Source: an optimization exercise on an open RTL-to-GDS flow (aim: small area, a short achievable clock period and few clock cycles per item). Production flows keep margins and buffers that such runs may drop. Function was checked by simulation only, so behaviour that the tests miss may differ from the original. Power is estimated from default activity; no workload was simulated.

File: design.v
package act_pkg;
  typedef enum logic [1:0] {
    ACT_LOOKUP   = 2'd0,
    ACT_INS_RES  = 2'd1,
    ACT_INS_WAIT = 2'd2,
    ACT_TICK     = 2'd3
  } action_t;
  typedef enum logic [2:0] {
    KIND_LOOKUP = 3'd0,
    KIND_INSERT = 3'd1,
    KIND_RESEND = 3'd2,
    KIND_FREED  = 3'd3,
    KIND_TICK   = 3'd4
  } kind_t;
  localparam logic [1:0] ST_FREE = 2'd0;
  localparam logic [1:0] ST_WAIT = 2'd1;
  localparam logic [1:0] ST_RES  = 2'd2;
  localparam logic CFG_TIMEOUT = 1'b0;
  localparam logic CFG_RETRY   = 1'b1;
  typedef enum logic [2:0] {
    S_IDLE,
    S_SCAN,
    S_EMIT,
    S_DONE,
    S_OUT
  } fsm_t;
  typedef struct packed {
    logic start;
    logic step;
    logic apply;
    logic age;
    logic load_out;
    logic [2:0] out_kind;
    logic out_ok;
    logic out_slot;
    logic out_last;
  } cmd_t;
  typedef struct packed {
    logic scan_end;
    logic hit;
    logic act_tick;
  } sts_t;
endpackage
import act_pkg::*;
module act_ctrl (
  input  logic          clk,
  input  logic          rst,
  input  logic          in_fire,
  input  logic          out_busy,
  input  act_pkg::sts_t sts,
  output act_pkg::cmd_t cmd,
  output logic          idle
);
  act_pkg::fsm_t state, state_next;
  always_ff @(posedge clk) begin
    if (rst) begin
      state <= S_IDLE;
    end else begin
      state <= state_next;
    end
  end
  always_comb begin
    state_next   = state;
    cmd          = '0;
    idle         = 1'b0;
    unique case (state)
      S_IDLE: begin
        idle = 1'b1;
        if (in_fire) begin
          cmd.start  = 1'b1;
          state_next = S_SCAN;
        end
      end
      S_SCAN: begin
        if (sts.act_tick) begin
          if (sts.hit) begin
            state_next = S_EMIT;
          end else begin
            cmd.age = 1'b1;
            if (sts.scan_end) begin
              state_next = S_DONE;
            end else begin
              cmd.step = 1'b1;
            end
          end
        end else if (sts.hit || sts.scan_end) begin
          state_next = S_OUT;
        end else begin
          cmd.step = 1'b1;
        end
      end
      S_EMIT: begin
        if (!out_busy) begin
          cmd.load_out = 1'b1;
          cmd.out_slot = 1'b1;
          cmd.apply    = 1'b1;
          if (sts.scan_end) begin
            state_next = S_DONE;
          end else begin
            cmd.step   = 1'b1;
            state_next = S_SCAN;
          end
        end
      end
      S_DONE: begin
        if (!out_busy) begin
          cmd.load_out = 1'b1;
          cmd.out_kind = KIND_TICK;
          cmd.out_last = 1'b1;
          state_next   = S_IDLE;
        end
      end
      S_OUT: begin
        if (!out_busy) begin
          cmd.load_out = 1'b1;
          cmd.apply    = 1'b1;
          cmd.out_ok   = sts.hit;
          cmd.out_slot = sts.hit;
          cmd.out_last = 1'b1;
          state_next   = S_IDLE;
        end
      end
      default: state_next = S_IDLE;
    endcase
  end
endmodule
import act_pkg::*;
module act_dp #(
  parameter int ENTRIES = 16
) (
  input  logic          clk,
  input  logic          rst,
  input  act_pkg::cmd_t cmd,
  input  logic [117:0]  in_data,
  input  logic          cfg_fire,
  input  logic          cfg_index,
  input  logic [15:0]   cfg_data,
  input  logic          out_take,
  output act_pkg::sts_t sts,
  output logic          out_valid,
  output logic [109:0]  out_data,
  output logic          out_last
);
  localparam int IW = (ENTRIES > 1) ? $clog2(ENTRIES) : 1;
  logic [15:0] timeout_ticks;
  logic [3:0]  retry_limit;
  logic [1:0]  slot_state [ENTRIES];
  logic [17:0] slot_ttl [ENTRIES];
  logic [4:0]  slot_retries [ENTRIES];
  logic [15:0] slot_protocol [ENTRIES];
  logic [31:0] slot_ip [ENTRIES];
  logic [47:0] slot_hw [ENTRIES];
  logic [3:0]  slot_port [ENTRIES];
  logic [IW-1:0] alloc_pointer;
  logic [1:0]  act;
  logic [15:0] r_pro, r_elapsed;
  logic [31:0] r_ip;
  logic [47:0] r_hw;
  logic [3:0]  r_port;
  logic [IW-1:0] idx, cnt;
  logic [17:0] ttl_sub;
  logic        live, hit;
  assign live    = slot_state[idx] != ST_FREE;
  assign ttl_sub = (slot_ttl[idx] > {2'b0, r_elapsed}) ?
                   slot_ttl[idx] - {2'b0, r_elapsed} : 18'd0;
  always_comb begin
    unique case (act)
      ACT_LOOKUP: hit = live && slot_protocol[idx] == r_pro && slot_ip[idx] == r_ip;
      ACT_TICK:   hit = live && ttl_sub == 18'd0;
      default:    hit = !live;
    endcase
  end
  assign sts.hit      = hit;
  assign sts.scan_end = cnt == IW'(ENTRIES - 1);
  assign sts.act_tick = act == ACT_TICK;
  logic resend;
  assign resend = slot_state[idx] == ST_WAIT && slot_retries[idx] != 5'd0;
  always_ff @(posedge clk) begin
    if (rst) begin
      timeout_ticks <= 16'd600;
      retry_limit   <= 4'd4;
      alloc_pointer <= '0;
      out_valid     <= 1'b0;
      act           <= ACT_LOOKUP;
      idx           <= '0;
      cnt           <= '0;
      for (int i = 0; i < ENTRIES; i++) slot_state[i] <= ST_FREE;
    end else begin
      if (cfg_fire) begin
        if (cfg_index == CFG_TIMEOUT) timeout_ticks <= cfg_data;
        else retry_limit <= cfg_data[3:0];
      end
      if (cmd.load_out) out_valid <= 1'b1;
      else if (out_take) out_valid <= 1'b0;
      if (cmd.start) begin
        act       <= in_data[1:0];
        r_pro     <= in_data[17:2];
        r_ip      <= in_data[49:18];
        r_hw      <= in_data[97:50];
        r_port    <= in_data[101:98];
        r_elapsed <= in_data[117:102];
        cnt       <= '0;
        idx       <= (in_data[1:0] == ACT_INS_RES || in_data[1:0] == ACT_INS_WAIT) ?
                     alloc_pointer : '0;
      end
      if (cmd.age && live) begin
        slot_ttl[idx] <= ttl_sub;
      end
      if (cmd.step) begin
        cnt <= cnt + IW'(1);
        idx <= (idx == IW'(ENTRIES - 1)) ? '0 : idx + IW'(1);
      end
      if (cmd.load_out) begin
        out_last  <= cmd.out_last;
        if (cmd.out_kind == KIND_TICK) begin
          out_data <= {107'd0, KIND_TICK};
        end else if (!cmd.out_slot) begin
          out_data <= {106'd0, cmd.out_ok,
                       (act == ACT_LOOKUP) ? KIND_LOOKUP : KIND_INSERT};
        end else if (act == ACT_TICK) begin
          out_data <= {slot_port[idx], slot_hw[idx], slot_ip[idx], slot_protocol[idx],
                       slot_state[idx], 4'(idx), 1'b0,
                       resend ? KIND_RESEND : KIND_FREED};
        end else if (act == ACT_LOOKUP) begin
          out_data <= {slot_port[idx], slot_hw[idx], slot_ip[idx], slot_protocol[idx],
                       slot_state[idx], 4'(idx), cmd.out_ok, KIND_LOOKUP};
        end else begin
          out_data <= {r_port, (act == ACT_INS_RES) ? r_hw : 48'd0, r_ip, r_pro,
                       (act == ACT_INS_RES) ? ST_RES : ST_WAIT, 4'(idx), cmd.out_ok,
                       KIND_INSERT};
        end
      end
      if (cmd.apply && cmd.out_slot) begin
        if (act == ACT_TICK) begin
          if (resend) begin
            slot_retries[idx] <= slot_retries[idx] - 5'd1;
            slot_ttl[idx]     <= {2'b0, timeout_ticks};
          end else begin
            slot_state[idx] <= ST_FREE;
          end
        end else if (act != ACT_LOOKUP) begin
          slot_state[idx]    <= (act == ACT_INS_RES) ? ST_RES : ST_WAIT;
          slot_ttl[idx]      <= {2'b0, timeout_ticks};
          slot_retries[idx]  <= {1'b0, retry_limit};
          slot_protocol[idx] <= r_pro;
          slot_ip[idx]       <= r_ip;
          slot_hw[idx]       <= (act == ACT_INS_RES) ? r_hw : 48'd0;
          slot_port[idx]     <= r_port;
          alloc_pointer      <= (idx == IW'(ENTRIES - 1)) ? '0 : idx + IW'(1);
        end
      end
    end
  end
endmodule
import act_pkg::*;
module arp_cache_table_top #(
  parameter int ENTRIES = 16
) (
  input  logic         clk,
  input  logic         rst,
  input  logic         s_axis_tvalid,
  output logic         s_axis_tready,
  input  logic [119:0] s_axis_tdata,
  output logic         m_axis_tvalid,
  input  logic         m_axis_tready,
  output logic [111:0] m_axis_tdata,
  output logic         m_axis_tlast,
  input  logic         cfg_valid,
  output logic         cfg_ready,
  input  logic [1:0]   cfg_index,
  input  logic [15:0]  cfg_data
);
  act_pkg::cmd_t cmd;
  act_pkg::sts_t sts;
  logic idle, in_fire, out_busy;
  logic [109:0] od;
  assign s_axis_tready = idle;
  assign in_fire       = s_axis_tvalid && idle;
  assign cfg_ready     = 1'b1;
  assign out_busy      = m_axis_tvalid && !m_axis_tready;
  assign m_axis_tdata  = {2'b0, od};
  act_ctrl u_ctrl (
    .clk(clk), .rst(rst), .in_fire(in_fire), .out_busy(out_busy),
    .sts(sts), .cmd(cmd), .idle(idle)
  );
  act_dp #(.ENTRIES(ENTRIES)) u_dp (
    .clk(clk), .rst(rst), .cmd(cmd), .in_data(s_axis_tdata[117:0]),
    .cfg_fire(cfg_valid && cfg_index[1] == 1'b0), .cfg_index(cfg_index[0]),
    .cfg_data(cfg_data), .out_take(m_axis_tvalid && m_axis_tready),
    .sts(sts), .out_valid(m_axis_tvalid), .out_data(od), .out_last(m_axis_tlast)
  );
endmodule
File: run.sh
#!/bin/bash
# synth_recipe.tcl (not shown) runs the flow's synth.tcl, then flattens the netlist and writes it again
# the make line also repeats each setting of config.mk as NAME=value (left out here)
make -C /OpenROAD-flow-scripts/flow DESIGN_CONFIG=/design/flow/config.mk WORK_HOME=/design/flow/orfs CLKGATE_MAP_FILE= SYNTH_SCRIPT=/design/flow/synth_recipe.tcl finish
File: config.mk
export PLATFORM = sky130hd
export DESIGN_NAME = arp_cache_table_top
export DESIGN_NICKNAME = arp_cache_table_top
export VERILOG_FILES = /design/flow/design.v
export SDC_FILE = /design/flow/constraint.sdc
export NUM_CORES = 4
export LEC_CHECK = 0
export CAP_MARGIN = 20
export CORE_MARGIN = 2
export CORE_UTILIZATION = 40
export SLEW_MARGIN = 20
File: constraint.sdc
create_clock -name core_clock -period 7.0 [get_ports {clk}]
set_input_delay 1.4000 -clock core_clock [delete_from_list [all_inputs] [get_ports {clk}]]
set_output_delay 1.4000 -clock core_clock [all_outputs]
set_load 0.01 [all_outputs]
==> run notes <==
## cell families after synthesis
family	after synthesis	synth area share (%)
flip-flops	2269	74.92
AND/OR/NAND/NOR	782	4.028
multiplexers	717	15.20
AO/OA/AOI/OAI	438	3.122
buffers and inverters	300	1.757
XOR/XNOR	60	0.5897
adder cells (fa/ha/maj)	27	0.3821
other	2	0.008309
## final timing paths
| check | cells past startpoint | endpoint | start | slack, ns |
|---|---|---|---|---|
| hold / removal | 2 | u_dp.timeout_ticks[5] | u_dp.timeout_ticks[5] | 0.46 |
| setup reg to reg | 18 | u_dp.slot_ttl[6][0] | flip-flop | 0.48 |
| setup / recovery | 18 | u_dp.slot_ttl[6][0] | flip-flop | 0.48 |
| hold reg to reg | 2 | u_dp.timeout_ticks[5] | u_dp.timeout_ticks[5] | 0.46 |
## cell usage after synthesis (33+ instances only)
cell | number | share of area, %
mux2i_1 | 158 | 1.7
inv_1 | 43 | 0.18
buf_1 | 38 | 0.16
xnor2_1 | 33 | 0.32
clkbuf_1 | 119 | 0.49
nor3_1 | 45 | 0.25
nand2_1 | 285 | 1.2
o21ai_0 | 55 | 0.30
nor2_1 | 204 | 0.85
dfxtp_1 | 42 | 0.93
a21oi_1 | 169 | 0.94
mux4_2 | 506 | 13
nand3_1 | 49 | 0.27
edfxtp_1 | 2227 | 74
and2_1 | 62 | 0.43
## final cells by class
type / instances / area, um^2 / share of cell area, %
Antenna cell: 4 / 10.01 / 0.009507
Clock buffer: 288 / 6016 / 5.714
Clock inverter: 139 / 1345 / 1.277
Inverter: 46 / 180.2 / 0.1711
Multi-Input combinational cell: 2027 / 21340 / 20.27
Sequential cell: 2269 / 67730 / 64.33
Tap cell: 2992 / 3744 / 3.556
Timing Repair Buffer: 445 / 4920 / 4.673
## state kept, by name (all words and copies together) (netlist names), named ones only
signal              flops
u_ctrl.state            3
u_dp.act                2
u_dp.alloc_pointer      4
u_dp.cnt                4
u_dp.idx                4
u_dp.out_data         110
u_dp.out_last           1
u_dp.out_valid          1
u_dp.r_elapsed         16
u_dp.r_hw              48
u_dp.r_ip              32
u_dp.r_port             4
u_dp.r_pro             16
u_dp.retry_limit        4
u_dp.slot_hw          768
u_dp.slot_ip          512
u_dp.slot_port         64
u_dp.slot_protocol    256
u_dp.slot_retries      80
u_dp.slot_state        32
u_dp.slot_ttl         288
u_dp.timeout_ticks     16
## worst max-delay path, stage by stage, from the launching register on
cell and delay [ns]:
dfxtp_4 0.56, mux4_2 0.56, mux4_2 0.50, inv_1 0.09, ha_1 0.18, inv_1 0.07
fa_1 0.43, a21o_1 0.20, a221oi_2 0.30, o22ai_1 0.19, o41ai_1 0.58, xor2_1 0.19
and2_1 0.18, a31o_2 0.26, and2_1 0.18, o211a_1 0.27, o21ai_4 0.60, buf_4 0.35
mux2_2 0.49
## routing by layer
| layer | vias up | track usage (%) | part of all wire [%] |
|---|---|---|---|
| li1 | 19629 | - | - |
| met1 | 24993 | 29.30 | 43 |
| met2 | 1861 | 32.45 | 47 |
| met3 | 320 | 3.117 | 7.0 |
| met4 | 4 | 5.683 | 2.7 |
| met5 | - | 0 | 0.014 |
## metrics by stage
step | power [mW] | setup slack (ns)
floorplan | 17.17 | -0.5808
global placement | 17.97 | 0.4946
detailed placement | 18.01 | 0.4742
CTS | 30.00 | 0.4908
global route | 30.69 | 0.1852
finish | 29.77 | 0.4849
## report_power, final
part / total, mW / switching (mW) / internal (mW)
registers: 15.2 / 0.106 / 15.1
clock network: 12.1 / 5.22 / 6.83
logic: 2.49 / 1.45 / 1.05
total: 29.8 / 6.77 / 23.0
==> impl_metrics.yaml <==
die:
  coreArea_mm2: 0.2247
  die_w_um: 479.4
  start_util_pct: 40.23
  die_height_um: 479.4
  io-pin-count: 259
  dieArea_mm2: 0.2298
  core.rowCount: 174
drt:
  vias: 46807
  ant_nets: 0
  drt-total-wl_mm: 236.8
  drt-vias-per-instance: 5.701
  wl_per_cell_um: 28.84
  remaining_drc_errors: 0
  first_pass_iters: 5
  drt_iter0_drc: 5625
global_route:
  grt.total_usage_pct: 20.38
  grt_max_degree: 120
  grt_pass1_wl_mm: 339.7
  grt_pass1_vias: 47349
  gr-total-overflow: 0
  antenna_found_initial: 5
synthesis:
  synth_warnings: 2
  synth_flop_cell: "edfxtp_1"
  async_flop_share_pct: 0
  syn_area_mm2: 0.09039
  synthCells: 4595
  synth_seq_cells: 2269
  synth_edf_count: 2227
  ys_types: 95
  synth.avg_cell_area_um2: 19.67
  yosysSeqAreaShare_pct: 74.92
sta:
  finalCritPeriodShare_pct: 93.07
  hold_viol: 0
  worst_slew_pin_slew_ns: 1.053
  maxSlewViolCount: 0
  slew_headroom_pct: 29.81
  clock_skew_ns: 0.06107
  fmax_mhz: 153.5
  post-route-min-period_ns: 6.515
  fin_setup_tns_ns: 0
  whs_ns: 0.4585
  setup_viol: 0
  rsz0062_at_grt: "false"
clocking:
  clock_sinks: 2269
  cts_root_buf: "clkbuf_16"
  clk_pin_slew_ns: 0.06
  tritoncts: "yes"
  clk_latency_ns: 0.88
  cts_resized: 0
  cts_max_level: 4
  hold_buffers: 0
  cts_made_buffers: 229
  post-cts-setup-buffers: 0
  clock_path_buffers: 3
cells_and_area:
  most-common-layout-cells: "edfxtp_1, mux4_2, nand2_1, clkdlybuf4s50_1, clkbuf_16"
  num-fill-cells: 18797
  final_common_cell: "edfxtp_1"
  final_area_mm2: 0.1053
  final_util_pct: 46.86
  instances_no_fill: 8210
  fin_nets: 5188
  area_growth_pct: 16.49
  drive_gt1_share_pct: 21.83
outcome:
  outcome: "finished clean"
worst_setup_path:
  startpoint_type: "flip-flop"
  cp-end-kind: "flip-flop"
  crit_arrival_ns: 7.07
  setup.worst_path.class: "flip-flop to flip-flop"
  critPathRequiredTime_ns: 7.55
  cp_max_fo: 16
hold_path:
  hold_class: "flip-flop to flip-flop"
pwr:
  power.density_mw_per_mm2: 282.8
  vdd_drop_max_uv: 267.9
  leakage_nw: 33.55
place:
  dp_cells: 7777
  dp_hpwl_mm: 132.9
  globalplace.congestion: 0.8852
  port_buffers: 253
  dpl_cell_area_mm2: 0.09789
flow_run:
  timing.max_cap.violations: 0
Testbench counts, summed over its fixed seeds: cycles 42,515, requests 3,200.

[separate check: timing with driven ports]
How much do the figures lean on ideal ports? The routed layout below was timed once more, with nothing changed but the port constraints. Step 1 assumes that a clkbuf_16 drives the clock port and a buf_2 every other input. Step 2 times the ports against the registers' clock, not the clock port: input delays grow and output delays shrink by t, the midpoint of the rising clock arrivals with the driver on. a / b / c = ideal / step 1 / step 2; a / b = the first two.
t, ns: 0.935
setup WS [ns]: 0.485 / 0.485 / 0.485
hold WS [ns]: 0.458 / 0.458 / 0.458
clock arrival spread, ns: 0.061 / 0.061
After both steps this run still meets setup and hold. For this run, drivers alone change the setup slack by 0.000 ns; drivers and shift together by 0.000 ns.
